What follows belongs to an exercise in optimizing a design on an open flow for small area, a short achievable clock period and few clock cycles; a production flow would make more cautious choices.
RTL that was checked went through simulation tests only; none was proved equivalent to the original.
Only the layout flow was run in runs 3 to 6; the RTL was not checked for function there.
Power figures rest on the tool's default switching activity, not on a simulated workload.

[flow/config.mk]
export PLATFORM = sky130hd
export DESIGN_NAME = grammar_token_scanner
export DESIGN_NICKNAME = grammar_token_scanner
export VERILOG_FILES = /design/flow/design.v
export SDC_FILE = /design/flow/constraint.sdc
export NUM_CORES = 4
export LEC_CHECK = 0
export ABC_AREA = 1
export CAP_MARGIN = 20
export CORE_MARGIN = 2
export CORE_UTILIZATION = 40
export CTS_BUF_LIST = sky130_fd_sc_hd__clkbuf_4 sky130_fd_sc_hd__clkbuf_8
export GPL_TIMING_DRIVEN = 0
export SETUP_SLACK_MARGIN = 2.9
export SLEW_MARGIN = 20
[flow/constraint.sdc]
create_clock -name core_clock -period 5.5 [get_ports {aclk}]
set_input_delay 1.1000 -clock core_clock [delete_from_list [all_inputs] [get_ports {aclk}]]
set_output_delay 1.1000 -clock core_clock [all_outputs]
set_load 0.01 [all_outputs]
[flow/design.v]
`timescale 1ns / 1ps
package gts_pkg;
    localparam logic [1:0] MODE_IDLE  = 2'd0;
    localparam logic [1:0] MODE_DASH  = 2'd1;
    localparam logic [1:0] MODE_STR   = 2'd2;
    localparam logic [1:0] MODE_IDENT = 2'd3;
    localparam logic [3:0] KIND_ARROW  = 4'd0;
    localparam logic [3:0] KIND_LPAREN = 4'd1;
    localparam logic [3:0] KIND_RPAREN = 4'd2;
    localparam logic [3:0] KIND_STAR   = 4'd3;
    localparam logic [3:0] KIND_OPT    = 4'd4;
    localparam logic [3:0] KIND_BAR    = 4'd5;
    localparam logic [3:0] KIND_SEMI   = 4'd6;
    localparam logic [3:0] KIND_LIT    = 4'd7;
    localparam logic [3:0] KIND_IDENT  = 4'd8;
    localparam logic [3:0] KIND_EOF    = 4'd9;
    localparam logic [3:0] KIND_ERR    = 4'd10;
    localparam logic [1:0] ERR_NONE       = 2'd0;
    localparam logic [1:0] ERR_UNEXPECTED = 2'd1;
    localparam logic [1:0] ERR_OPEN_STR   = 2'd2;
    localparam logic [7:0] CH_DASH   = 8'h2D;
    localparam logic [7:0] CH_GT     = 8'h3E;
    localparam logic [7:0] CH_LPAREN = 8'h28;
    localparam logic [7:0] CH_RPAREN = 8'h29;
    localparam logic [7:0] CH_STAR   = 8'h2A;
    localparam logic [7:0] CH_QMARK  = 8'h3F;
    localparam logic [7:0] CH_BAR    = 8'h7C;
    localparam logic [7:0] CH_SEMI   = 8'h3B;
    localparam logic [7:0] CH_QUOTE  = 8'h22;
    localparam logic [7:0] CH_LF     = 8'h0A;
    localparam logic [7:0] CH_TAB    = 8'h09;
    localparam logic [7:0] CH_CR     = 8'h0D;
    localparam logic [7:0] CH_SPACE  = 8'h20;
    localparam int unsigned MAX_TOKENS = 3;
    localparam int unsigned QUEUE_DEPTH = 4;
    localparam int unsigned TOK_W = 54;
    localparam int unsigned BUNDLE_W = 2 + MAX_TOKENS * TOK_W;
endpackage
`timescale 1ns / 1ps
module grammar_token_scanner #(
    parameter int unsigned SOURCE_DEPTH = 65536
) (
    input  logic        aclk,
    input  logic        aresetn,
    input  logic        cfg_we,
    input  logic [15:0] cfg_wdata,
    input  logic        s_valid,
    output logic        s_ready,
    input  logic [7:0]  s_ch,
    input  logic        s_end_of_source,
    output logic        m_valid,
    input  logic        m_ready,
    output logic [3:0]  m_kind,
    output logic [15:0] m_line,
    output logic [15:0] m_start_res,
    output logic [15:0] m_length,
    output logic [1:0]  m_error_code,
    output logic        m_last_result
);
    localparam int unsigned POS_MAX_INT =
        (SOURCE_DEPTH - 1 < 65535) ? SOURCE_DEPTH - 1 : 65535;
    localparam logic [15:0] POS_MAX = 16'(POS_MAX_INT);
    logic        b_valid;
    logic        d_eos;         
    logic        d_lf;          
    logic        d_fid;         
    logic        d_fstr;        
    logic        d_id2;         
    logic        d_prep;        
    logic [1:0]  d_mode;        
    logic        o_valid;
    logic        o_bubble;      
    logic [3:0]  o_kind;
    logic [1:0]  o_err;
    logic        o_text;
    logic        o_last;
    logic        m_busy;
    logic        o_vl;
    logic [1:0]  o_text_c;
    logic        q_valid;
    logic [2:0]  q_code;
    logic        f_pend;
    logic [15:0] line_reg;
    logic [15:0] pos_reg;
    logic [15:0] ts_reg;
    logic [15:0] len_reg;
    logic [15:0] first_line_reg;
    logic        src_start;
    logic [7:0] n_ch;
    logic       n_eos;
    logic is_alpha, is_alnum, is_lf, is_quote, is_gt, is_dash, is_blank;
    logic [2:0] punct_code;
    logic n_dash, n_str, n_ident, n_idle, n_fresh;
    logic n_v0, n_v1, n_v2, n_id2, n_fid, n_fstr, n_prep, n_bub;
    logic [1:0] n_mid, n_mode;
    logic [3:0] n_kind0, n_kind;
    logic [1:0] n_err;
    logic       n_text, n_last, n_valid, n_qv;
    logic [2:0] n_qcode;
    assign n_ch  = s_ch;
    assign n_eos = s_end_of_source;
    always_comb begin
        is_alpha = ((n_ch >= 8'h61) && (n_ch <= 8'h7A)) || ((n_ch >= 8'h41) && (n_ch <= 8'h5A));
        is_alnum = is_alpha || ((n_ch >= 8'h30) && (n_ch <= 8'h39));
        is_lf    = (n_ch == gts_pkg::CH_LF);
        is_quote = (n_ch == gts_pkg::CH_QUOTE);
        is_gt    = (n_ch == gts_pkg::CH_GT);
        is_dash  = (n_ch == gts_pkg::CH_DASH);
        is_blank = (n_ch == gts_pkg::CH_SPACE) || (n_ch == gts_pkg::CH_TAB) ||
                   (n_ch == gts_pkg::CH_CR);
        case (n_ch)
            gts_pkg::CH_LPAREN: punct_code = 3'd1;
            gts_pkg::CH_RPAREN: punct_code = 3'd2;
            gts_pkg::CH_STAR:   punct_code = 3'd3;
            gts_pkg::CH_QMARK:  punct_code = 3'd4;
            gts_pkg::CH_BAR:    punct_code = 3'd5;
            gts_pkg::CH_SEMI:   punct_code = 3'd6;
            default:            punct_code = 3'd7;
        endcase
        n_idle  = (d_mode == gts_pkg::MODE_IDLE);
        n_dash  = (d_mode == gts_pkg::MODE_DASH);
        n_str   = (d_mode == gts_pkg::MODE_STR);
        n_ident = (d_mode == gts_pkg::MODE_IDENT);
        n_v0    = (n_dash & is_gt) | (n_str & is_quote) | (n_ident & ~is_alnum);
        n_kind0 = n_dash ? gts_pkg::KIND_ARROW : (n_str ? gts_pkg::KIND_LIT : gts_pkg::KIND_IDENT);
        n_fresh = n_idle | (n_dash & ~is_gt) | (n_ident & ~is_alnum);
        n_v1    = n_fresh & ~is_dash & ~is_lf & ~is_blank & ~is_quote & ~is_alpha;
        n_fid   = n_fresh & is_alpha;
        n_fstr  = n_fresh & is_quote;
        if (n_fresh) begin
            if (is_dash)       n_mid = gts_pkg::MODE_DASH;
            else if (is_quote) n_mid = gts_pkg::MODE_STR;
            else if (is_alpha) n_mid = gts_pkg::MODE_IDENT;
            else               n_mid = gts_pkg::MODE_IDLE;
        end else if (n_v0) begin
            n_mid = gts_pkg::MODE_IDLE;
        end else begin
            n_mid = d_mode;
        end
        n_v2   = n_eos & n_mid[1];
        n_id2  = (n_mid == gts_pkg::MODE_IDENT);
        n_mode = n_eos ? gts_pkg::MODE_IDLE : n_mid;
        n_prep = n_eos & (is_lf | (n_ident & is_alnum));
        n_bub  = ~n_v0 & ~n_v1 & n_prep;
        n_valid = ~n_bub & (n_v0 | n_v1 | n_eos);
        n_kind  = gts_pkg::KIND_EOF;
        n_err   = gts_pkg::ERR_NONE;
        n_text  = 1'b0;
        n_last  = 1'b1;
        if (n_v0) begin
            n_kind = n_kind0;
            n_text = ~n_dash;
            n_last = ~(n_v1 | n_eos);
        end else if (n_v1) begin
            n_kind = (punct_code == 3'd7) ? gts_pkg::KIND_ERR : {1'b0, punct_code};
            n_err  = (punct_code == 3'd7) ? gts_pkg::ERR_UNEXPECTED : gts_pkg::ERR_NONE;
            n_last = ~n_eos;
        end else if (n_v2) begin
            n_kind = n_id2 ? gts_pkg::KIND_IDENT : gts_pkg::KIND_ERR;
            n_err  = n_id2 ? gts_pkg::ERR_NONE : gts_pkg::ERR_OPEN_STR;
            n_text = n_id2;
            n_last = 1'b0;
        end
        n_qv    = (n_v0 & n_v1) | (n_v2 & (n_v0 | n_bub));
        n_qcode = n_v1 ? punct_code : 3'd0;
    end
    logic out_take, advance, consume, main_free, take, load;
    logic to_post, prep, new_src;
    logic [16:0] pos_inc, line_inc, len_inc;
    assign pos_inc  = {1'b0, pos_reg} + 17'd1;
    assign line_inc = {1'b0, line_reg} + 17'd1;
    assign len_inc  = {1'b0, len_reg} + 17'd1;
    assign new_src  = load & (src_start | (consume & d_eos));
    logic        pos_sat;
    logic [15:0] pos_nx;
    assign pos_sat = (pos_reg >= POS_MAX);
    assign pos_nx  = (POS_MAX == 16'hFFFF) ? (pos_inc[15:0] | {16{pos_sat}})
                                           : (pos_sat ? pos_reg : pos_inc[15:0]);
    assign m_valid       = o_valid;
    assign m_kind        = o_kind;
    assign m_error_code  = o_err;
    assign m_last_result = o_last;
    assign m_line        = line_reg;
    assign m_start_res   = o_text_c[0] ? ts_reg : 16'd0;
    assign m_length      = o_text_c[1] ? len_reg : 16'd0;
    assign s_ready       = main_free;
    assign out_take  = o_valid & m_ready;
    assign advance   = (out_take & ~o_last) | o_bubble;
    assign consume   = b_valid & ((out_take & o_last) | (~o_valid & ~o_bubble));
    assign main_free = ~m_busy | (m_ready & o_vl);
    assign take      = s_valid & main_free;
    assign load      = take;
    assign to_post   = ~q_valid | (q_code == 3'd0);
    assign prep      = advance & d_prep & to_post;
    always_ff @(posedge aclk) begin
        if (load) begin
            d_eos  <= n_eos;
            d_lf   <= is_lf;
            d_fid  <= n_fid;
            d_fstr <= n_fstr;
            d_id2  <= n_id2;
            o_kind <= n_kind;
            o_err  <= n_err;
            o_text <= n_text;
            o_text_c <= {2{n_text}};
            o_last <= n_last;
            q_code <= n_qcode;
        end else if (advance) begin
            if (q_valid) begin
                if (q_code == 3'd0) begin
                    o_kind <= d_id2 ? gts_pkg::KIND_IDENT : gts_pkg::KIND_ERR;
                    o_err  <= d_id2 ? gts_pkg::ERR_NONE : gts_pkg::ERR_OPEN_STR;
                    o_text <= d_id2;
                    o_text_c <= {2{d_id2}};
                end else begin
                    o_kind <= (q_code == 3'd7) ? gts_pkg::KIND_ERR : {1'b0, q_code};
                    o_err  <= (q_code == 3'd7) ? gts_pkg::ERR_UNEXPECTED : gts_pkg::ERR_NONE;
                    o_text <= 1'b0;
                    o_text_c <= 2'b00;
                end
                o_last <= ~f_pend;
            end else begin
                o_kind <= gts_pkg::KIND_EOF;
                o_err  <= gts_pkg::ERR_NONE;
                o_text <= 1'b0;
                    o_text_c <= 2'b00;
                o_last <= 1'b1;
            end
        end
        if (new_src) begin
            pos_reg <= 16'd0;
        end else if (consume && !d_eos) begin
            pos_reg <= pos_nx;
        end
        if (new_src) begin
            ts_reg  <= 16'd0;
            len_reg <= 16'd1;
        end else if (prep) begin
            if (d_id2 && !len_inc[16]) begin
                len_reg <= len_inc[15:0];
            end
        end else if (consume && !d_eos) begin
            if (d_fid) begin
                len_reg <= {15'd0, ~pos_sat};
            end else if (d_fstr) begin
                ts_reg  <= pos_nx;
                len_reg <= 16'd0;
            end else if (!d_mode[1]) begin
                ts_reg  <= pos_nx;
                len_reg <= 16'd1;
            end else if (!pos_sat) begin
                len_reg <= len_inc[15:0];
            end
        end
    end
    always_ff @(posedge aclk) begin
        if (new_src) begin
            line_reg <= first_line_reg;
        end else if ((consume || prep) && d_lf && !line_inc[16]) begin
            line_reg <= line_inc[15:0];
        end
    end
    always_ff @(posedge aclk) begin
        if (!aresetn) begin
            b_valid        <= 1'b0;
            o_valid        <= 1'b0;
            m_busy         <= 1'b0;
            o_vl           <= 1'b0;
            o_bubble       <= 1'b0;
            q_valid        <= 1'b0;
            f_pend         <= 1'b0;
            d_prep         <= 1'b0;
            d_mode         <= gts_pkg::MODE_IDLE;
            src_start      <= 1'b1;
            first_line_reg <= 16'd1;
        end else begin
            if (load) begin
                m_busy   <= n_valid | n_bub;
                o_vl     <= n_valid & n_last;
                b_valid  <= 1'b1;
                d_mode   <= n_mode;
                d_prep   <= n_prep;
                o_valid  <= n_valid;
                o_bubble <= n_bub;
                q_valid  <= n_qv;
                f_pend   <= n_eos & (n_v0 | n_v1 | n_v2 | n_bub);
            end else begin
                if (consume) begin
                    b_valid <= 1'b0;
                    o_valid <= 1'b0;
                    m_busy  <= 1'b0;
                    o_vl    <= 1'b0;
                end else if (advance) begin
                    o_valid  <= 1'b1;
                    o_vl     <= ~q_valid | ~f_pend;
                    o_bubble <= 1'b0;
                    if (q_valid) begin
                        q_valid <= 1'b0;
                    end else begin
                        f_pend <= 1'b0;
                    end
                end
                if (prep) begin
                    d_prep <= 1'b0;
                end
            end
            if (load) begin
                src_start <= 1'b0;
            end else if (consume && d_eos) begin
                src_start <= 1'b1;
            end
            if (cfg_we) begin
                first_line_reg <= cfg_wdata;
            end
        end
    end
endmodule
[flow/flow/run.sh]
#!/bin/bash
# The standard layout, with the port buffers made from sky130_fd_sc_hd__buf_1
# instead of the delay cell buffer_ports picks by default. ORFS writes each
# step's log under orfs/logs; make's own output goes to standard.log.
bash standard.sh BUFFER_PORTS_ARGS="-buffer_cell sky130_fd_sc_hd__buf_1" finish > standard.log 2>&1
[flow/standard.sh]
#!/bin/bash
# synth_recipe.tcl (not shown) runs the flow's synth.tcl, then flattens the netlist and writes it again
# the make line also repeats each setting of config.mk as NAME=value (left out here)
make -C /OpenROAD-flow-scripts/flow DESIGN_CONFIG=/design/flow/config.mk WORK_HOME=/design/flow/orfs CLKGATE_MAP_FILE= SYNTH_SCRIPT=/design/flow/synth_recipe.tcl "${@:-finish}"
==> summary.md, run 1 <==
| Metric | Value |
|---|---|
| Status | finished clean |
| DR WL/cell | 12.9 um |
| Global-route wire length before repair | 23700 um |
| CP Launch Type | input port |
| Worst Setup End Kind | output pin |
| Pre-CTS WS | 2.33 ns |
| Sequential share of the synthesized area | 0.425 |
| Gr usage total | 0.184 |
| CP Class | input port to output pin |
| Synth Area in Compound Gates | 0.154 |
| Primary FF master, synth | dfxtp_1 |
| Finished Cell Area | 6600 um2 |
| CTS Hold Bufs | 0 |
| Mapped Area | 5800 um2 |
| Clock skew | 0.00936 ns |
| Final setup fails | 0 |
| VDD IR max | 0.153 mV |
| Clock sinks | 107 |
| Simple-Gate Fraction of Synth Area | 0.293 |
| Final GP Congestion | 0.842 |
| DRC Markers | 0 |
| Fin nets | 937 |
| Vias | 5324 |
| Critical-path cell list | buf_2 -> nand2_1 -> nand2_2 -> buf_6 |
| Starting density of the core | 0.413 |
| Initial antenna violation count | 0 |
| Fill count | 1492 |
| Number of global-route vias before repair | 4868 |
| CTS Buf Count | 9 |
| PwrDens | 268 nW/um2 |
| Rows | 43 |
| Post-Synth Adder-Cell Area | 0.0173 |
| Detail Placement HPWL | 10500 um |
| CP max FO | 3 |
| Worst slew pin tran | 0.545 ns |
| H-tree levels | 3 |
| CP max stage cell | buf_2 |
| Leak | 2.83 nW |
| Post-route minimum period | 2.57 ns |
| Synth Instances | 802 |
| Vias/cell | 4.91 |
| I/O pin count | 87 |
| CTS Root Cell | clkbuf_8 |
| Synthesized Nets | 840 |
| Post-DRT Antenna Nets | 0 |
| Relative slew slack | 0.637 |
| Post-synth EDFFs | 32 |
| Setup tns final | 0 ns |
| Total gr overflow | 0 |
| CTS clk-pin slew, worst paths | 0.10 ns |
| CTS tree | done |
| Fin. Hold Viols | 0 |
| Core area | 14000 um2 |
| WL final | 14000 um |
| XOR/XNOR share of the synthesized area | 0.0227 |
| WP data arrival | 1.47 ns |
| Inserted Diodes | 0 |
| Max Slew Vio Count | 0 |
| PortBufs | 85 |
| Largest net degree at the start of global routing | 18 |
| Syn-to-layout area delta | 13.8% |
| Area post-placement | 6350 um2 |
| Worst Slack Setup Final | 2.93 ns |
| CTS Buffer Depth | 2 |
| # Max-Cap Violations | 0 |
| Critical Path RT | 4.40 ns |
| Die area | 15500 um2 |
| YS warnings | 1 |
| Async SR Flop Fraction | 0 |
| Hold WC Path Type | flip-flop to flip-flop |
| Final period util | 0.468 |
| Multiplexer share of the synthesized area | 0 |
| Seq cells post-synth | 107 |
| Fmax | 389 MHz |
| Synth unique cells | 46 |
| Ratio of cells with drive above 1 in the final layout | 0.0929 |
| Pre-antenna DRT Iters | 5 |
| Syn_area_per_cell | 7.23 um2 |
| CP max stage delay | 0.12 ns |
| Largest family of logic cells by synthesized area | simple AND/OR/NAND/NOR gates |
| 1st-iter DRT viols | 428 |
| DIE WIDTH | 124 um |
| Unrepaired setup endpoints after global routing | true |
| Die Y | 124 um |
| Later-pin clock latency in the skew report | 0.38 ns |
## report_power, final
| part | switching [W] | internal, W |
|---|---|---|
| sequential | 0.0000595 | 0.000900 |
| combinational | 0.000210 | 0.000110 |
| clock | 0.000268 | 0.000219 |
| total | 0.000537 | 0.00123 |
## layer usage
layer / part of all wire / vias up / wire length (um) / global-route usage
li1: - / 2809 / - / -
met1: 0.50 / 2419 / 6990 / 0.253
met2: 0.46 / 90 / 6490 / 0.301
met3: 0.033 / 6 / 461 / 0.0365
met4: 0.0069 / 0 / 97 / 0.0377
met5: 0 / - / 0 / 0
## cell families (layout without fill, tap and decap cells)
group	Yosys count	after routing
XOR/XNOR	15	15
flip-flops	107	107
AO/OA/AOI/OAI	163	163
AND/OR/NAND/NOR	381	381
buffers and inverters	128	230
adder cells (fa/ha/maj)	8	8
## area by class of cell
| class | instances | area (um2) | share of cell area |
|---|---|---|---|
| buffer | 24 | 124 | 0.0188 |
| clock inverter | 5 | 51.3 | 0.00778 |
| sequential | 107 | 2460 | 0.373 |
| clock buffer | 11 | 139 | 0.0211 |
| tap | 180 | 225 | 0.0341 |
| inverter | 104 | 398 | 0.0603 |
| timing repair buffer | 86 | 335 | 0.0508 |
| multi-input combinational | 567 | 2860 | 0.434 |
## critical path, delay by kind of cell
family        cells  cell delay, ns
buf+inv           2            0.24
simple gates      2            0.13
## final timing paths
path | start | end | slack [ns] | cells past startpoint
setup reg to reg | line_reg[0] | line_reg[15] | 3.09 | 9
setup / recovery | m_ready | s_ready | 2.93 | 4
hold reg to reg | first_line_reg[0] | first_line_reg[0] | 0.47 | 2
hold / removal | first_line_reg[0] | first_line_reg[0] | 0.47 | 2
## synth_stat cells (5+ instances only)
master / instances / area [um2]
nor3_1: 9 / 45.0
nand2_1: 185 / 694
edfxtp_1: 32 / 961
xnor2_1: 6 / 52.6
nand2_2: 6 / 37.5
nand3_2: 9 / 90.1
xor2_1: 9 / 78.8
nor2_2: 5 / 31.3
o21ai_1: 7 / 35.0
a21oi_1: 56 / 280
buf_2: 8 / 40.0
nand3_1: 43 / 215
clkbuf_1: 13 / 48.8
o31ai_1: 5 / 37.5
inv_2: 11 / 41.3
ha_1: 8 / 100
o21ai_0: 74 / 370
nand4_1: 5 / 31.3
dfxtp_1: 75 / 1500
nor2_1: 103 / 387
inv_1: 92 / 345
## timing repair
action	in CTS	in global routing
setup endpoints to repair	47	27
pin swaps	2	3
setup buffers	1	0
resized for setup	7	12
## per-stage QoR
step	instances	hold slack, ns	utilization	total power [W]
4_1_cts	1084	0.473	0.467	0.00178
5_1_grt	1084	0.505	0.470	0.00187
3_3_place_gp	1067	0.444	0.452	0.00129
3_5_place_dp	1067	0.447	0.452	0.00129
6_report	1084	0.473	0.470	0.00177
2_1_floorplan	802	0.429	-	0.00119
## placed cells by master, fill, tap and decap left out, drive strengths merged, types with 5 or more instances in the layout
master,Yosys,layout
nand2,192,192
nor2,111,111
inv,104,105
buf,11,98
o21ai,83,83
dfxtp,75,75
a21oi,57,57
nand3,53,53
edfxtp,32,32
clkbuf,13,23
nor3,13,13
xor2,9,9
ha,8,8
xnor2,6,6
o31ai,5,5
nand4,5,5
a31oi,5,5
Testbench counts, summed over its fixed seeds: cycles 24,756.
==> run 2, diff against run 1 <==
--- a/flow/config.mk
+++ b/flow/config.mk
@@ -12,3 +12,3 @@
 export CTS_BUF_LIST = sky130_fd_sc_hd__clkbuf_4 sky130_fd_sc_hd__clkbuf_8
-export GPL_TIMING_DRIVEN = 0
+export GPL_ROUTABILITY_DRIVEN = 0
 export SETUP_SLACK_MARGIN = 2.9
==> run 2 against run 1 <==
Net effect: still clean on timing, DRC and antenna; clock-buffer cell count decreased by 1; maximum frequency up 0.32%; total power down 1.7%; non-clock buffer count decreased by 17; area after synthesis is the same; hold slack worse by 0.0034 ns; clock skew up 0.011 ns; highest routed layer unchanged.
==> summary.md, run 2 <==
| Metric | Value |
|---|---|
| Post-route minimum period | 2.56 ns |
| Status | finished clean |
| Largest net degree at the start of global routing | 42 |
| Fmax | 390 MHz |
| Later-pin clock latency in the skew report | 0.39 ns |
| FF-to-FF Start | line_reg[0] |
| Global-route wire length before repair | 22800 um |
| WP data arrival | 1.46 ns |
| Synth Instances | 802 |
| CTS Hold Bufs | 0 |
| DIE WIDTH | 124 um |
| Pre-antenna DRT Iters | 5 |
| Ratio of cells with drive above 1 in the final layout | 0.0879 |
| CP Depth | 4 |
| DR WL/cell | 12.6 um |
| # Max-Cap Violations | 0 |
| CTS Buf Count | 9 |
| Inserted Diodes | 0 |
| Synthesized Nets | 840 |
| Number of global-route vias before repair | 4763 |
| Gr usage total | 0.177 |
| CP max FO | 3 |
| Core area | 14000 um2 |
| CTS Root Cell | clkbuf_8 |
| CTS clk-pin slew, worst paths | 0.11 ns |
| H-tree levels | 3 |
| Count leader, synth | nand2_1 |
| WL final | 13500 um |
| Largest cells by area after synthesis | dfxtp_1 26%, edfxtp_1 17%, nand2_1 12%, nor2_1 6.7%, o21ai_0 6.4% |
| DRC Markers | 0 |
| CP Class | input port to output pin |
| CP Launch Type | input port |
| Buf/Inv on CP | 2 |
| Final setup fails | 0 |
| Detail Placement HPWL | 9520 um |
| PwrDens | 265 nW/um2 |
| Unrepaired setup endpoints after global routing | true |
| YS warnings | 1 |
| PortBufs | 86 |
| 1st-iter DRT viols | 364 |
| Critical Path RT | 4.40 ns |
| Largest area contributor in the netlist | dfxtp_1 |
| Max Slew Vio Count | 0 |
| Rows | 43 |
| Worst slew pin tran | 0.814 ns |
| Fin. Hold Viols | 0 |
| Vias | 5165 |
| Relative slew slack | 0.457 |
| VDD IR max | 0.181 mV |
| Mapped Area | 5800 um2 |
| Clock skew | 0.0199 ns |
| Most frequent cells in the layout | 182 x nand2_1, 101 x nor2_1, 92 x inv_1, 84 x buf_1, 75 x dfxtp_1 |
| Leak | 2.79 nW |
| CP max stage delay | 0.12 ns |
| Sequential share of the synthesized area | 0.425 |
| Primary FF master, synth | dfxtp_1 |
| Worst setup path endpoint | s_ready |
| Crit Reg-Reg Endpoint | line_reg[7] |
| R2r worst-path depth | 9 |
| Worst path top cell family by delay | buffers and inverters |
| I/O pin count | 87 |
| Hold WC Path Type | flip-flop to flip-flop |
| Fin nets | 920 |
| CTS Buffer Depth | 2 |
| Async SR Flop Fraction | 0 |
| CP Launch Point | m_ready |
| Post-synth EDFFs | 32 |
| Synth top area share | 0.259 |
| Die area | 15500 um2 |
| Die Y | 124 um |
| Critical-path cell list | buf_2 -> nand2_2 -> nand2_4 -> buf_6 |
| Fin util | 0.467 |
| Vias/cell | 4.84 |
| Synth unique cells | 46 |
| Commonest non-fill, non-tap cell in the layout | nand2_1 |
| Final period util | 0.466 |
| CTS tree | done |
| Setup tns final | 0 ns |
| Syn-to-layout area delta | 13.1% |
| Initial antenna violation count | 0 |
| Total gr overflow | 0 |
| CP max stage cell | buf_2 |
| Starting density of the core | 0.413 |
| Clock sinks | 107 |
| Seq cells post-synth | 107 |
| Post-DRT Antenna Nets | 0 |
| Commonest cells in the netlist | 185 x nand2_1, 103 x nor2_1, 92 x inv_1 |
| Worst Setup End Kind | output pin |
| Reg2reg setup slack | 3.11 ns |
| Syn_area_per_cell | 7.23 um2 |
run 2: how the worst min path moves through the flow:
stage,slack (ns),depth (start not counted),endpoint,from
after floorplan,0.43,2,first_line_reg[0],first_line_reg[0]
after global placement,0.44,2,first_line_reg[0],first_line_reg[0]
after detailed placement,0.45,2,first_line_reg[0],first_line_reg[0]
after CTS,0.47,2,first_line_reg[0],first_line_reg[0]
after global routing,0.50,2,b_valid,b_valid
final,0.47,2,first_line_reg[0],first_line_reg[0]
run 2: metrics by stage:
stage | worst slack [ns] | cell area [um2] | total power, W | cells | hold slack, ns
after floorplan | 2.94 | 5800 | 0.00119 | 802 | 0.429
after global placement | 2.08 | 6250 | 0.00128 | 1046 | 0.442
after detailed placement | 2.01 | 6250 | 0.00128 | 1046 | 0.445
after CTS | 2.90 | 6500 | 0.00175 | 1065 | 0.473
after global routing | 2.90 | 6560 | 0.00184 | 1067 | 0.504
final | 2.94 | 6560 | 0.00174 | 1067 | 0.469
run 2: layout make-up:
cell class / instances / area, um2
fillers: 1447 / 7490
multi-input cells: 567 / 2880
flip-flops and latches: 107 / 2460
repair buffers: 93 / 413
inverters: 104 / 398
well taps: 180 / 225
clock buffers: 10 / 131
clock inverters: 6 / 50.0
run 2: repair_timing:
item | 4_1_cts | 5_1_grt
pin swaps | 0 | 3
setup buffers | 3 | 2
setup endpoints to repair | 60 | 31
resized for setup | 8 | 10
run 2: where the power goes:
group          total, W  internal, W  switching, W  leakage (nW)
combinational  0.000316     0.000111      0.000205          1.77
clock          0.000460     0.000175      0.000285        0.0934
sequential     0.000960     0.000900     0.0000600         0.925
total           0.00174      0.00119      0.000550          2.79
run 2: cell families (layout without fill, tap and decap cells):
family                     Yosys count  in the layout  synth area share
adders and majority gates            8              8            0.0173
and+or+nand+nor                    381            381             0.293
buffers and inverters              128            213            0.0876
DFF                                107            107             0.425
xor gates and xnor gates            15             15            0.0227
AOI/OAI and AO/OA                  163            163             0.154
run 2: layer usage:
metal / part of all wire / GRT usage
met1: 0.49 / 0.240
met2: 0.46 / 0.290
met3: 0.033 / 0.0399
met4: 0.0083 / 0.0350
met5: 0 / 0
run 2: worst register-to-register path, delay by kind of cell (launching register included):
family                     cells  cell delay, ns
AOI/OAI and AO/OA              1            0.16
DFF                            1            0.44
adders and majority gates      1            0.21
and+or+nand+nor                7            1.31
==> run 3, diff against run 2 <==
--- a/flow/design.v
+++ b/flow/design.v
@@ -75,3 +75,2 @@
     logic        o_text;
-    logic        o_last;
     logic        m_busy;
@@ -181,3 +180,3 @@
     assign m_error_code  = o_err;
-    assign m_last_result = o_last;
+    assign m_last_result = ~(q_valid | f_pend);
     assign m_line        = line_reg;
@@ -187,4 +186,4 @@
     assign out_take  = o_valid & m_ready;
-    assign advance   = (out_take & ~o_last) | o_bubble;
-    assign consume   = b_valid & ((out_take & o_last) | (~o_valid & ~o_bubble));
+    assign advance   = (out_take & ~o_vl) | o_bubble;
+    assign consume   = b_valid & ((m_ready & o_vl) | (~o_valid & ~o_bubble));
     assign main_free = ~m_busy | (m_ready & o_vl);
@@ -205,3 +204,2 @@
             o_text_c <= {2{n_text}};
-            o_last <= n_last;
             q_code <= n_qcode;
@@ -220,3 +218,2 @@
                 end
-                o_last <= ~f_pend;
             end else begin
@@ -226,3 +223,2 @@
                     o_text_c <= 2'b00;
-                o_last <= 1'b1;
             end
--- a/flow/config.mk
+++ b/flow/config.mk
@@ -12,4 +12,3 @@
 export CTS_BUF_LIST = sky130_fd_sc_hd__clkbuf_4 sky130_fd_sc_hd__clkbuf_8
-export GPL_ROUTABILITY_DRIVEN = 0
-export SETUP_SLACK_MARGIN = 2.9
+export SETUP_SLACK_MARGIN = 3.0
 export SLEW_MARGIN = 20
==> run 3 against run 2 <==
Net effect: critical endpoint unchanged; critical path depth stayed put; still clean on timing, DRC and antenna; global-route usage is 1.0 points higher; wire length is 10% higher; highest routed layer unchanged; die area is 0.38% higher; setup slack better by 0.038 ns; non-clock buffer count is 20 higher; total power is 3.2% higher.
==> summary.md, run 3 <==
| Metric | Value |
|---|---|
| Sequential cell area | 2430 um2 |
| Mapped Area | 5820 um2 |
| Primary FF master, synth | dfxtp_1 |
| Global-route wire length before repair | 23800 um |
| Ratio of cells with drive above 1 in the final layout | 0.127 |
| YS warnings | 1 |
| Fin util | 0.482 |
| Post-Synth Adder-Cell Area | 0.0172 |
| Relative slew slack | 0.503 |
| Pre-antenna DRT Iters | 4 |
| CP max FO | 2 |
| H-tree levels | 3 |
| Core area | 14400 um2 |
| DIE WIDTH | 125 um |
| Post-DRT Antenna Nets | 0 |
| Buf/Inv on CP | 2 |
| Largest family of logic cells by synthesized area | simple AND/OR/NAND/NOR gates |
| Starting density of the core | 0.405 |
| 1st-iter DRT viols | 395 |
| Synth Area in Compound Gates | 0.155 |
| Sequential share of the synthesized area | 0.418 |
| CP Launch Type | input port |
| Commonest cells in the netlist | 178 x nand2_1, 100 x nor2_1, 98 x inv_1 |
| Leak | 2.95 nW |
| Post-route minimum period | 2.53 ns |
| Initial antenna violation count | 0 |
| CTS Buf Count | 9 |
| Syn-to-layout area delta | 19.0% |
| Fmax | 396 MHz |
| Clock skew | 0.0225 ns |
| CTS Root Cell | clkbuf_8 |
| CP Class | input port to output pin |
| Detail Placement HPWL | 9940 um |
| Int Pwr | 0.00120 W |
| Placed cell count | 1049 |
| Switching part of the total | 0.330 |
| Critical Path RT | 4.40 ns |
| Clock sinks | 106 |
| Largest area contributor in the netlist | dfxtp_1 |
| Most used cell, CP | nand2_4 |
| Hold slack | 0.477 ns |
| Inserted Diodes | 0 |
| Largest net degree at the start of global routing | 33 |
| Fill count | 1475 |
| Total gr overflow | 0 |
| Sequential share of power | 0.536 |
| Simple-Gate Fraction of Synth Area | 0.293 |
| Fin. Hold Viols | 0 |
| Setup tns final | 0 ns |
| Worst slew pin tran | 0.746 ns |
| WL final | 14800 um |
| Syn_area_per_cell | 7.26 um2 |
| Worst path top cell family by delay | buffers and inverters |
| WP data arrival | 1.43 ns |
| Number of global-route vias before repair | 4809 |
| Final period util | 0.459 |
| Gr usage total | 0.187 |
| Seq cells post-synth | 106 |
| VDD IR max | 0.111 mV |
| Multi-input logic area | 3010 um2 |
| Psw | 0.000591 W |
| Final GP Congestion | 0.844 |
| Clock group share of total power | 0.263 |
| Most frequent cells in the layout | 170 x nand2_1, 95 x inv_1, 95 x nor2_1, 81 x o21ai_0, 81 x buf_1 |
| Total power | 0.00179 W |
| Hold WC Path Type | flip-flop to flip-flop |
| Worst Setup End Kind | output pin |
| Status | finished clean |
| CTS clk-pin slew, worst paths | 0.10 ns |
| Post-synth EDFFs | 31 |
| Vias | 5416 |
| Async SR Flop Fraction | 0 |
| Final Non-Filler Cells | 1094 |
| Synth unique cells | 47 |
| Later-pin clock latency in the skew report | 0.39 ns |
| # Max-Cap Violations | 0 |
| Fin nets | 943 |
| XOR/XNOR share of the synthesized area | 0.0286 |
| Count leader, synth | nand2_1 |
| PwrDens | 259 nW/um2 |
| DR WL/cell | 13.6 um |
| DRC Markers | 0 |
| Unrepaired setup endpoints after global routing | true |
| Rows | 44 |
| Final setup fails | 0 |
| CP max stage delay | 0.11 ns |
| I/O pin count | 87 |
| Synth Instances | 802 |
| CTS Buffer Depth | 2 |
| Critical-path cell list | buf_8 -> nand2_4 -> nand2_4 -> buf_6 |
| Commonest non-fill, non-tap cell in the layout | nand2_1 |
| Die area | 15500 um2 |
| Multiplexer share of the synthesized area | 0 |
| Synth top area share | 0.258 |
| Comb power frac | 0.201 |
| Vias/cell | 4.95 |
| Max Slew Vio Count | 0 |
| Die Y | 125 um |
| CTS tree | done |
| PortBufs | 86 |
| CP max stage cell | buf_6 |
| Largest cells by area after synthesis | dfxtp_1 26%, edfxtp_1 16%, nand2_1 11%, o21ai_0 7.1%, nor2_1 6.5% |
| Synthesized Nets | 840 |
| CTS Hold Bufs | 0 |
==> run 3: cell families after synthesis <==
logic type | after synthesis
AO/OA/AOI/OAI | 164
XOR/XNOR | 19
adder cells (fa/ha/maj) | 8
buffers and inverters | 131
flip-flops | 106
AND/OR/NAND/NOR | 374
==> run 3: area by class of cell <==
| cell class | instances | area share |
|---|---|---|
| clock inverter | 7 | 0.00885 |
| sequential | 106 | 0.351 |
| clock buffer | 9 | 0.0179 |
| inverter | 106 | 0.0607 |
| tap | 184 | 0.0332 |
| timing repair inverter | 2 | 0.00217 |
| timing repair buffer | 113 | 0.0919 |
| multi-input combinational | 567 | 0.434 |
==> run 3: metal layers <==
layer | global-route usage | up-vias | share of wire
met5 | 0 | - | 0
met4 | 0.0568 | 0 | 0.012
met3 | 0.0279 | 12 | 0.043
met2 | 0.277 | 127 | 0.44
met1 | 0.279 | 2448 | 0.51
li1 | - | 2829 | -
==> run 3: worst reg2reg max path, stage by stage, from the launching register on <==
cell     delay (ns)
dfxtp_1        0.48
ha_1           0.26
nand3_1        0.09
nor2_1         0.19
nand2_1        0.15
nor2_2         0.18
o22ai_4        0.12
buf_4          0.18
o21ai_4        0.22
o21ai_1        0.13
a21oi_1        0.14
==> run 3: final timing paths <==
kind	startpoint	end	slack (ns)	depth (start not counted)
setup / recovery	m_ready	s_ready	2.97	4
hold / removal	first_line_reg[0]	first_line_reg[0]	0.48	2
setup reg to reg	len_reg[0]	len_reg[6]	3.30	10
hold reg to reg	first_line_reg[0]	first_line_reg[0]	0.48	2
==> run 3: through the flow <==
stage / setup slack, ns / instance area, um2
floorplan: 3.03 / 5820
global placement: 1.74 / 6280
detailed placement: 1.72 / 6280
CTS: 2.97 / 6640
global route: 2.95 / 6930
finish: 2.97 / 6930
==> run 3: repair_timing <==
| action | CTS | global route |
|---|---|---|
| setup endpoints to repair | 109 | 61 |
| cloned | 3 | 3 |
| gates resized for setup | 18 | 32 |
| setup buffers | 9 | 14 |
| pin swaps | 4 | 11 |
==> run 3: power groups by stage <==
stage | clock (W) | combinational [W] | sequential [W]
final | 0.000472 | 0.000360 | 0.000960
after global routing | 0.000516 | 0.000404 | 0.000970
after CTS | 0.000478 | 0.000327 | 0.000958
after detailed placement | 0 | 0.000298 | 0.000979
after global placement | 0 | 0.000296 | 0.000979
after floorplan | 0 | 0.000211 | 0.000969
==> run 4, diff against run 3 <==
--- a/flow/config.mk
+++ b/flow/config.mk
@@ -10,3 +10,3 @@
 export CORE_MARGIN = 2
-export CORE_UTILIZATION = 40
+export CORE_UTILIZATION = 55
 export CTS_BUF_LIST = sky130_fd_sc_hd__clkbuf_4 sky130_fd_sc_hd__clkbuf_8
==> run 4 against run 3 <==
Net effect: wire length down 1.2%; sequential share of layout area up 0.23 points; flip-flop and latch count unchanged; clock-buffer cell count unchanged; die area down 26%; critical endpoint unchanged; area after synthesis unchanged; highest routed layer unchanged; clock power up 16%.
==> summary.md, run 4 <==
| Metric | Value |
|---|---|
| Fin nets | 943 |
| Vias | 5482 |
| DIE WIDTH | 107 um |
| Synth Area in Compound Gates | 0.155 |
| Hold Path End | first_line_reg[0] |
| Rows | 37 |
| Int Pwr | 0.00129 W |
| 1st-iter DRT viols | 280 |
| Post-synth EDFFs | 31 |
| Multiplexer share of the synthesized area | 0 |
| YS warnings | 1 |
| CTS Hold Bufs | 0 |
| Leak | 2.96 nW |
| Number of global-route vias before repair | 5080 |
| Crit Reg-Reg Endpoint | line_reg[1] |
| Worst Slack Setup Final | 2.97 ns |
| XOR/XNOR share of the synthesized area | 0.0286 |
| CP max stage delay | 0.12 ns |
| Psw | 0.000578 W |
| CTS Root Cell | clkbuf_8 |
| Hold path startpoint | first_line_reg[0] |
| Sequential cell area | 2430 um2 |
| Fill count | 952 |
| Vias/cell | 5.24 |
| Largest area contributor in the netlist | dfxtp_1 |
| Max Slew Vio Count | 0 |
| H-tree levels | 3 |
| Clock group share of total power | 0.293 |
| Total power | 0.00186 W |
| Status | finished clean |
| Die Y | 107 um |
| Finished Cell Area | 6880 um2 |
| Synth top area share | 0.258 |
| Core area | 10300 um2 |
| Mapped Area | 5820 um2 |
| Setup tns final | 0 ns |
| WP data arrival | 1.43 ns |
| Count leader, synth | nand2_1 |
| Sequential share of the synthesized area | 0.418 |
| Detail Placement HPWL | 9490 um |
| WL final | 14700 um |
| Commonest non-fill, non-tap cell in the layout | nand2_1 |
| Final setup fails | 0 |
| Comb power frac | 0.192 |
| Seq cells post-synth | 106 |
| Worst Hold Path Cells | 2 |
| Later-pin clock latency in the skew report | 0.39 ns |
| Fin. Hold Viols | 0 |
| Clock sinks | 106 |
| Largest family of logic cells by synthesized area | simple AND/OR/NAND/NOR gates |
| Die area | 11400 um2 |
| Commonest cells in the netlist | 178 x nand2_1, 100 x nor2_1, 98 x inv_1 |
| Sequential share of power | 0.515 |
| CTS Buffer Depth | 2 |
| Post-route minimum period | 2.53 ns |
| Primary FF master, synth | dfxtp_1 |
| Hold WC Path Type | flip-flop to flip-flop |
| VDD IR max | 0.228 mV |
| Reg2reg setup slack | 3.28 ns |
| Initial antenna violation count | 0 |
| Worst Setup End Kind | output pin |
| Critical Path RT | 4.40 ns |
| Starting density of the core | 0.566 |
| Final GP Congestion | 0.887 |
| Relative slew slack | 0.480 |
| Worst slew pin tran | 0.780 ns |
| Buf/Inv on CP | 2 |
| Hold slack | 0.468 ns |
| Final period util | 0.461 |
| Synth Instances | 802 |
| CP max FO | 2 |
| Syn_area_per_cell | 7.26 um2 |
| Switching part of the total | 0.310 |
| CP Launch Type | input port |
| Synthesized Nets | 840 |
| Unrepaired setup endpoints after global routing | true |
| Syn-to-layout area delta | 18.3% |
| PwrDens | 271 nW/um2 |
| Post-DRT Antenna Nets | 0 |
| Post-Synth Adder-Cell Area | 0.0172 |
| Global-route wire length before repair | 23500 um |
| Clock skew | 0.0118 ns |
| Synth unique cells | 47 |
| R2r worst-path depth | 8 |
| Fmax | 395 MHz |
| CP max stage cell | buf_6 |
| FF-to-FF Start | line_reg[0] |
| CTS tree | done |
| Total gr overflow | 0 |
| Ratio of cells with drive above 1 in the final layout | 0.122 |
| Gr usage total | 0.256 |
| Worst path top cell family by delay | buffers and inverters |
| Largest net degree at the start of global routing | 32 |
| # Max-Cap Violations | 0 |
| I/O pin count | 87 |
| DR WL/cell | 14.0 um |
| CTS Buf Count | 9 |
| Pre-antenna DRT Iters | 5 |
| CP Class | input port to output pin |
| PortBufs | 86 |
| Area post-placement | 6220 um2 |
| Simple-Gate Fraction of Synth Area | 0.293 |
| DRC Markers | 0 |
| Most frequent cells in the layout | 174 x nand2_1, 95 x inv_1, 95 x nor2_1, 83 x o21ai_0, 83 x buf_1 |
| Inserted Diodes | 0 |
| Async SR Flop Fraction | 0 |
| Multi-input logic area | 2980 um2 |
| Largest cells by area after synthesis | dfxtp_1 26%, edfxtp_1 16%, nand2_1 11%, o21ai_0 7.1%, nor2_1 6.5% |
| Critical-path cell list | buf_8 -> nand2_4 -> nand2_4 -> buf_6 |
| Most used cell, CP | nand2_4 |
| Pre-CTS WS | 2.01 ns |
| CTS clk-pin slew, worst paths | 0.10 ns |
-- run 4: cell counts after synthesis --
No cell type changed its count.
-- run 4: layout make-up --
| class | instances | share of cell area |
|---|---|---|
| Clock buffer | 9 | 0.0180 |
| Sequential cell | 106 | 0.353 |
| Inverter | 106 | 0.0604 |
| Multi-Input combinational cell | 566 | 0.433 |
| Timing Repair Buffer | 114 | 0.0943 |
| Clock inverter | 7 | 0.0144 |
| Timing Repair inverter | 2 | 0.00182 |
| Tap cell | 136 | 0.0247 |
-- run 4: cells by family (layout without fill, tap and decap cells) --
kind of cell / Yosys count / in the layout
AOI/OAI and AO/OA: 164 / 164
xor gates and xnor gates: 19 / 19
adders and majority gates: 8 / 8
buffers and inverters: 131 / 238
DFF: 106 / 106
and+or+nand+nor: 374 / 375
-- run 4: stage by stage --
step                      utilization  cells
after detailed placement        0.605   1001
after global placement          0.605   1001
after global routing            0.670   1046
after CTS                       0.646   1036
after floorplan                     -    802
final                           0.670   1046
-- run 4: metal layers --
metal / vias to the layer above / wire length, um / GRT usage
met4: 0 / 195 / 0.0659
met1: 2527 / 6600 / 0.333
li1: 2805 / - / -
met3: 18 / 730 / 0.0517
met5: - / 0 / 0
met2: 132 / 7130 / 0.434
-- run 4: timing repair --
action                                  4_1_cts  5_1_grt
cloned                                        3        2
endpoints found under the setup margin      107       97
buffers inserted                             16        8
gates resized for setup                      10       31
pin swaps                                     5        6
-- run 4: power groups by stage --
| stage | registers (W) | clock network, W | logic [W] |
|---|---|---|---|
| final | 0.000959 | 0.000546 | 0.000358 |
| after floorplan | 0.000969 | 0 | 0.000211 |
| after detailed placement | 0.000978 | 0 | 0.000296 |
| after global routing | 0.000968 | 0.000587 | 0.000400 |
| after global placement | 0.000976 | 0 | 0.000287 |
| after CTS | 0.000956 | 0.000554 | 0.000327 |
-- run 4: worst max-delay path by stage --
stage               startpoint     endpoint  slack, ns  cells past startpoint
finish                 m_ready      s_ready       2.97                      4
global route           m_ready      s_ready       2.95                      4
CTS                    m_ready      s_ready       2.92                      4
detailed placement     m_ready  line_reg[4]       2.01                      7
global placement       m_ready  line_reg[4]       2.10                      7
floorplan              m_ready  line_reg[0]       3.03                      8
-- run 4: tightest hold or removal path: stages (launching register included) --
cell	delay, ns
dfxtp_1	0.34
nand2_1	0.05
nand3_1	0.05
==> run 5, diff against run 4 <==
--- a/flow/config.mk
+++ b/flow/config.mk
@@ -10,5 +10,5 @@
 export CORE_MARGIN = 2
-export CORE_UTILIZATION = 55
+export CORE_UTILIZATION = 40
 export CTS_BUF_LIST = sky130_fd_sc_hd__clkbuf_4 sky130_fd_sc_hd__clkbuf_8
-export SETUP_SLACK_MARGIN = 3.0
+export SETUP_SLACK_MARGIN = 2.9
 export SLEW_MARGIN = 20
==> run 5 against run 4 <==
Net effect: cell count is 2.9% higher; design area is 3.4% lower; global-route usage is 7.0 points lower; flip-flop and latch count stayed put; total power is 6.0% lower; die area is 36% higher; first-iteration DRC count is 22% higher; setup slack worse by 0.023 ns; clock-buffer cell count stayed put; critical path type unchanged.
==> summary.md, run 5 <==
| Metric | Value |
|---|---|
| CTS clk-pin slew, worst paths | 0.11 ns |
| Critical Path RT | 4.40 ns |
| PortBufs | 86 |
| CP max stage delay | 0.12 ns |
| CTS Buf Count | 9 |
| CTS Root Cell | clkbuf_8 |
| Most frequent cells in the layout | 172 x nand2_1, 97 x inv_1, 96 x nor2_1, 83 x o21ai_0, 82 x buf_1 |
| Commonest non-fill, non-tap cell in the layout | nand2_1 |
| VDD IR max | 0.107 mV |
| Worst Hold Path Cells | 2 |
| YS warnings | 1 |
| Synth top area share | 0.258 |
| Synth unique cells | 47 |
| Final setup fails | 0 |
| Primary FF master, synth | dfxtp_1 |
| Initial antenna violation count | 0 |
| 1st-iter DRT viols | 342 |
| Starting density of the core | 0.405 |
| Detail Placement HPWL | 9940 um |
| H-tree levels | 3 |
| Rows | 44 |
| PwrDens | 263 nW/um2 |
| Commonest cells in the netlist | 178 x nand2_1, 100 x nor2_1, 98 x inv_1 |
| Hold WC Path Type | flip-flop to flip-flop |
| I/O pin count | 87 |
| Seq cells post-synth | 106 |
| CTS Buffer Depth | 2 |
| Later-pin clock latency in the skew report | 0.39 ns |
| Syn-to-layout area delta | 14.3% |
| DRC Markers | 0 |
| Setup tns final | 0 ns |
| Post-synth EDFFs | 31 |
| Post-DRT Antenna Nets | 0 |
| DR WL/cell | 13.1 um |
| Largest cells by area after synthesis | dfxtp_1 26%, edfxtp_1 16%, nand2_1 11%, o21ai_0 7.1%, nor2_1 6.5% |
| Syn_area_per_cell | 7.26 um2 |
| Total gr overflow | 0 |
| Relative slew slack | 0.360 |
| Vias/cell | 4.90 |
| Sequential share of the synthesized area | 0.418 |
| Synth Instances | 802 |
| Clock sinks | 106 |
| Count leader, synth | nand2_1 |
| Number of global-route vias before repair | 4790 |
| Final period util | 0.465 |
| Fin nets | 925 |
| Largest net degree at the start of global routing | 33 |
| Vias | 5269 |
| Global-route wire length before repair | 23600 um |
| Die Y | 125 um |
| WP data arrival | 1.46 ns |
| WL final | 14100 um |
| CP Class | input port to output pin |
| Worst slew pin tran | 0.957 ns |
| Largest area contributor in the netlist | dfxtp_1 |
| Status | finished clean |
| Fmax | 391 MHz |
| Worst Setup End Kind | output pin |
| CP max FO | 2 |
| Ratio of cells with drive above 1 in the final layout | 0.103 |
| CTS Hold Bufs | 0 |
| Clock skew | 0.0171 ns |
| Fin. Hold Viols | 0 |
| Inserted Diodes | 0 |
| Mapped Area | 5820 um2 |
| Leak | 2.82 nW |
| R2r worst-path depth | 10 |
| Synthesized Nets | 840 |
| Critical-path cell list | buf_6 -> nand2_2 -> nand2_2 -> buf_6 |
| DIE WIDTH | 125 um |
| Async SR Flop Fraction | 0 |
| CTS tree | done |
| Final GP Congestion | 0.844 |
| CP max stage cell | buf_6 |
| CP Launch Type | input port |
| # Max-Cap Violations | 0 |
| Post-route minimum period | 2.56 ns |
| Max Slew Vio Count | 0 |
| Die area | 15500 um2 |
| Gr usage total | 0.185 |
| Unrepaired setup endpoints after global routing | false |
| Total power | 0.00175 W |
| Core area | 14400 um2 |
| Pre-antenna DRT Iters | 4 |
run 5: worst max-delay path: cells and delay by family:
kind,cells,cell delay [ns]
AND/OR/NAND/NOR,2,0.15
buffers and inverters,2,0.22
run 5: power by group:
group / total [W] / switching, W / leakage [nW] / internal, W
Combinational: 0.000326 / 0.000213 / 1.81 / 0.000113
Sequential: 0.000958 / 0.0000657 / 0.916 / 0.000892
Clock: 0.000468 / 0.000294 / 0.0936 / 0.000174
run 5: cells by family after synthesis:
family / share of synthesized area
buffers and inverters: 0.0884
flip-flops: 0.418
AO/OA/AOI/OAI: 0.155
AND/OR/NAND/NOR: 0.293
XOR/XNOR: 0.0286
adder cells (fa/ha/maj): 0.0172
run 5: final cells by class:
cell class / instances / area (um2)
timing repair inverter: 2 / 12.5
clock buffer: 9 / 124
inverter: 106 / 407
clock inverter: 7 / 61.3
fill: 1503 / 7720
multi-input combinational: 566 / 2930
timing repair buffer: 96 / 455
sequential: 106 / 2430
tap: 184 / 230
run 5: layer usage:
layer / vias up / GRT usage / part of all wire
li1: 2782 / - / -
met1: 2342 / 0.277 / 0.51
met2: 131 / 0.271 / 0.43
met3: 14 / 0.0284 / 0.048
met4: 0 / 0.0615 / 0.014
met5: - / 0 / 0
run 5: timing repair:
item / in CTS / in global routing
gates resized for setup: 12 / 12
pin swaps: 2 / 4
buffers inserted: 4 / 4
hold endpoints to repair: 0 / 0
gates cloned: 3 / 0
endpoints found under the setup margin: 106 / 37
run 5: final timing paths:
| path | slack [ns] | endpoint | startpoint |
|---|---|---|---|
| worst max register to register | 3.24 | len_reg[6] | len_reg[0] |
| worst min-delay path | 0.48 | first_line_reg[0] | first_line_reg[0] |
| worst max-delay path | 2.94 | s_ready | m_ready |
| worst min register to register | 0.48 | first_line_reg[0] | first_line_reg[0] |
run 5: metrics by stage:
| step | util | hold slack (ns) | setup WS (ns) | instance area, um2 | instances |
|---|---|---|---|---|---|
| final | 0.463 | 0.478 | 2.94 | 6650 | 1076 |
| after global routing | 0.463 | 0.519 | 2.90 | 6650 | 1076 |
| after CTS | 0.457 | 0.480 | 2.90 | 6570 | 1072 |
| after detailed placement | 0.437 | 0.454 | 1.72 | 6280 | 1049 |
| after global placement | 0.437 | 0.441 | 1.74 | 6280 | 1049 |
| after floorplan | - | 0.429 | 3.03 | 5820 | 802 |
==> run 6, diff against run 5 <==
--- a/flow/design.v
+++ b/flow/design.v
@@ -74,4 +74,2 @@
     logic [1:0]  o_err;
-    logic        o_text;
-    logic        m_busy;
     logic        o_vl;
@@ -188,3 +186,3 @@
     assign consume   = b_valid & ((m_ready & o_vl) | (~o_valid & ~o_bubble));
-    assign main_free = ~m_busy | (m_ready & o_vl);
+    assign main_free = ~(o_valid | o_bubble) | (m_ready & o_vl);
     assign take      = s_valid & main_free;
@@ -202,3 +200,2 @@
             o_err  <= n_err;
-            o_text <= n_text;
             o_text_c <= {2{n_text}};
@@ -210,3 +207,2 @@
                     o_err  <= d_id2 ? gts_pkg::ERR_NONE : gts_pkg::ERR_OPEN_STR;
-                    o_text <= d_id2;
                     o_text_c <= {2{d_id2}};
@@ -215,3 +211,2 @@
                     o_err  <= (q_code == 3'd7) ? gts_pkg::ERR_UNEXPECTED : gts_pkg::ERR_NONE;
-                    o_text <= 1'b0;
                     o_text_c <= 2'b00;
@@ -221,3 +216,2 @@
                 o_err  <= gts_pkg::ERR_NONE;
-                o_text <= 1'b0;
                     o_text_c <= 2'b00;
@@ -262,3 +256,2 @@
             o_valid        <= 1'b0;
-            m_busy         <= 1'b0;
             o_vl           <= 1'b0;
@@ -273,3 +266,2 @@
             if (load) begin
-                m_busy   <= n_valid | n_bub;
                 o_vl     <= n_valid & n_last;
@@ -286,3 +278,2 @@
                     o_valid <= 1'b0;
-                    m_busy  <= 1'b0;
                     o_vl    <= 1'b0;
--- a/flow/config.mk
+++ b/flow/config.mk
@@ -12,3 +12,3 @@
 export CTS_BUF_LIST = sky130_fd_sc_hd__clkbuf_4 sky130_fd_sc_hd__clkbuf_8
-export SETUP_SLACK_MARGIN = 2.9
+export SETUP_SLACK_MARGIN = 2.97
 export SLEW_MARGIN = 20
==> run 6 against run 5 <==
Net effect: clock skew shrank 0.0069 ns; global-route usage shrank 0.059 points; clock-buffer cell count grew 1; utilization grew 0.54 points; design area grew 1.2%; sequential share of layout area shrank 0.72 points; hold slack lost 0.012 ns; setup slack gained 0.020 ns; clock power grew 5.3%; critical path type unchanged; critical path depth is the same; sequential power grew 3.5%; largest power group unchanged.
==> summary.md, run 6 <==
| Metric | Value |
|---|---|
| Status | finished clean |
| Die Y | 125 um |
| Hold Path End | first_line_reg[0] |
| CTS Root Cell | clkbuf_8 |
| Count leader, synth | nand2_1 |
| Ratio of cells with drive above 1 in the final layout | 0.120 |
| Finished Cell Area | 6730 um2 |
| Most frequent cells in the layout | 170 x nand2_1, 102 x nor2_1, 87 x inv_1, 79 x buf_1, 78 x o21ai_0 |
| Relative slew slack | 0.463 |
| Synth unique cells | 48 |
| Largest net degree at the start of global routing | 32 |
| PortBufs | 86 |
| M3 GR Usage | 0.0430 |
| Reg2reg setup slack | 3.26 ns |
| CP max FO | 2 |
| CTS Buf Count | 9 |
| Hold path startpoint | first_line_reg[0] |
| Busiest metal layer after global routing | met2 |
| Hold WC Path Type | flip-flop to flip-flop |
| R2r worst-path depth | 9 |
| Area post-placement | 6280 um2 |
| CTS Hold Bufs | 0 |
| Total gr overflow | 0 |
| CP max stage delay | 0.14 ns |
| Syn-to-layout area delta | 15.3% |
| Commonest cells in the netlist | 175 x nand2_1, 103 x nor2_1, 91 x inv_1 |
| Fin nets | 931 |
| FF-to-FF Start | line_reg[0] |
| Primary FF master, synth | dfxtp_1 |
| Fmax | 394 MHz |
| Comb power frac | 0.219 |
| Commonest non-fill, non-tap cell in the layout | nand2_1 |
| YS warnings | 1 |
| DIE WIDTH | 125 um |
| CTS Buffer Depth | 2 |
| Sequential share of the synthesized area | 0.413 |
| DRC Markers | 0 |
| Synthesized Nets | 839 |
| Post-synth EDFFs | 31 |
| Total power | 0.00190 W |
| Core area | 14400 um2 |
| 1st-iter DRT viols | 358 |
| CTS clk-pin slew, worst paths | 0.10 ns |
| Number of global-route vias before repair | 5044 |
| Clock sinks | 105 |
| Later-pin clock latency in the skew report | 0.39 ns |
| Sequential share of power | 0.521 |
| Fin. Hold Viols | 0 |
| WL final | 14400 um |
| Mapped Area | 5830 um2 |
| I/O pin count | 87 |
| Critical-path cell list | buf_6 -> nand2_2 -> o21ai_2 -> buf_2 |
| Gr usage total | 0.185 |
| PwrDens | 283 nW/um2 |
| Grt met1 use | 0.230 |
| Unrepaired setup endpoints after global routing | true |
| VDD IR max | 0.117 mV |
| WP data arrival | 1.44 ns |
| Worst Setup End Kind | output pin |
| Final GP Congestion | 0.856 |
| # Max-Cap Violations | 0 |
| Int Pwr | 0.00128 W |
| Seq cells post-synth | 105 |
| Async SR Flop Fraction | 0 |
| Inserted Diodes | 0 |
| CP Launch Type | input port |
| Crit Reg-Reg Endpoint | line_reg[6] |
| Vias/cell | 4.93 |
| H-tree levels | 3 |
| Detail Placement HPWL | 9680 um |
| Max Slew Vio Count | 0 |
| Leak | 2.86 nW |
| Psw | 0.000623 W |
| Post-DRT Antenna Nets | 0 |
| Worst Hold Path Cells | 2 |
| Grt met2 use | 0.319 |
| Starting density of the core | 0.406 |
| Worst slew pin tran | 0.806 ns |
| Initial antenna violation count | 0 |
| CP Class | input port to output pin |
| Setup tns final | 0 ns |
| Rows | 44 |
| Switching part of the total | 0.327 |
| Clock group share of total power | 0.259 |
| Vias | 5332 |
| Die area | 15600 um2 |
| Post-route minimum period | 2.54 ns |
| Clock skew | 0.0101 ns |
| Final period util | 0.461 |
| DR WL/cell | 13.3 um |
| Syn_area_per_cell | 7.28 um2 |
| Synth top area share | 0.254 |
| Largest cells by area after synthesis | dfxtp_1 25%, edfxtp_1 16%, nand2_1 11%, o21ai_0 6.7%, nor2_1 6.6% |
| Global-route wire length before repair | 23600 um |
| Pre-antenna DRT Iters | 5 |
| Synth Instances | 801 |
| Fill count | 1480 |
| CTS tree | done |
| Critical Path RT | 4.40 ns |
| CP max stage cell | buf_2 |
| Largest area contributor in the netlist | dfxtp_1 |
| Final setup fails | 0 |
-- run 6: changes by cell type after synthesis, moves of 4 or more --
cell / before / now
xnor2_1: 5 / 10
inv_1: 98 / 91
o21ai_0: 83 / 78
nand3_1: 38 / 44
nand4_1: 9 / 15
a21oi_1: 49 / 44
o21ai_1: 7 / 3
a21oi_2: 1 / 5
-- run 6: logic make-up after synthesis --
logic type	share of synthesized area
simple gates	0.299
compound gates	0.147
buf+inv	0.0896
flops	0.413
xor+xnor	0.0345
fa+ha+maj	0.0172
-- run 6: layout make-up --
cell class | instances | area (um2) | share of cell area
repair inverters | 4 | 27.5 | 0.00409
well taps | 184 | 230 | 0.0342
flip-flops and latches | 105 | 2410 | 0.358
multi-input cells | 568 | 2940 | 0.437
clock inverters | 6 | 57.6 | 0.00855
clock buffers | 10 | 138 | 0.0205
repair buffers | 103 | 519 | 0.0772
inverters | 102 | 403 | 0.0599
-- run 6: what timing repair did --
action	4_1_cts	5_1_grt
gates resized for setup	11	17
gates cloned	3	2
pin swaps	2	0
setup endpoints to repair	74	46
setup buffers	8	6
-- run 6: power by group through the flow --
stage               Combinational, W  Clock, W  Sequential [W]
floorplan                   0.000266         0         0.00100
global placement            0.000361         0         0.00102
detailed placement          0.000369         0         0.00101
CTS                         0.000403  0.000508        0.000991
global route                0.000472  0.000535         0.00101
finish                      0.000418  0.000493        0.000992
-- run 6: worst max-delay path by stage --
stage	start	end	slack, ns	cells past startpoint
6_report	m_ready	s_ready	2.96	4
5_1_grt	o_text_c[0]	m_start_res[13]	2.93	5
4_1_cts	m_ready	ts_reg[9]	2.93	13
3_5_place_dp	m_ready	ts_reg[9]	1.92	11
3_3_place_gp	m_ready	ts_reg[0]	2.03	11
2_1_floorplan	m_ready	line_reg[0]	2.97	9
-- run 6: stage by stage --
step           setup WS [ns]  instances  hold slack [ns]   util
2_1_floorplan           2.97        801            0.429      -
3_3_place_gp            2.03       1046            0.446  0.436
3_5_place_dp            1.92       1047            0.448  0.437
4_1_cts                 2.93       1074            0.472  0.460
5_1_grt                 2.93       1082            0.489  0.468
6_report                2.96       1082            0.465  0.468
-- run 6: per-layer routing --
metal | vias up | part of all wire
met2 | 80 | 0.49
met1 | 2451 | 0.46
li1 | 2788 | -
met3 | 13 | 0.036
met5 | - | 0
met4 | 0 | 0.015
-- run 6: worst max-delay path: cells and delay by family --
kind	cells	cell delay (ns)
buffers and inverters	2	0.23
AOI/OAI and AO/OA	1	0.05
and+or+nand+nor	1	0.05

-- static timing again, ports no longer ideal --
The flow's constraints put no driver on any port. The routed layouts listed below were extracted and timed again, unchanged, in two steps.
Step 1 (the two cells are an assumption about what drives the block):
set clk [get_ports {aclk}]
set_driving_cell -lib_cell sky130_fd_sc_hd__clkbuf_16 $clk
set_driving_cell -lib_cell sky130_fd_sc_hd__buf_2 [delete_from_list [all_inputs] $clk]
Step 2 times the ports against the registers' clock, not the clock port: input delays grow and output delays shrink by t, the midpoint of the rising clock arrivals with the driver on.
a / b / c = ideal ports / drivers / drivers and shift; a / b = the first two.
run | t, ns | setup WS [ns] | worst setup path after step 2 | slew at the worst register clock pin (ns)
run 1 | 0.410 | 2.928 / 2.907 / 2.684 | input to register | 0.10 / 0.10
run 2 | 0.414 | 2.936 / 2.915 / 2.683 | input to register | 0.11 / 0.11
run 3 | 0.417 | 2.974 / 2.936 / 2.657 | input to register | 0.12 / 0.12
run 4 | 0.419 | 2.966 / 2.922 / 2.672 | input to register | 0.10 / 0.10
run 5 | 0.417 | 2.943 / 2.912 / 2.652 | input to register | 0.11 / 0.11
run 6 | 0.421 | 2.963 / 2.931 / 2.616 | input to register | 0.10 / 0.10
After both steps every run listed still meets setup and hold. For run 6, which loses most, drivers alone change the setup slack by -0.032 ns; drivers and shift together by -0.347 ns.
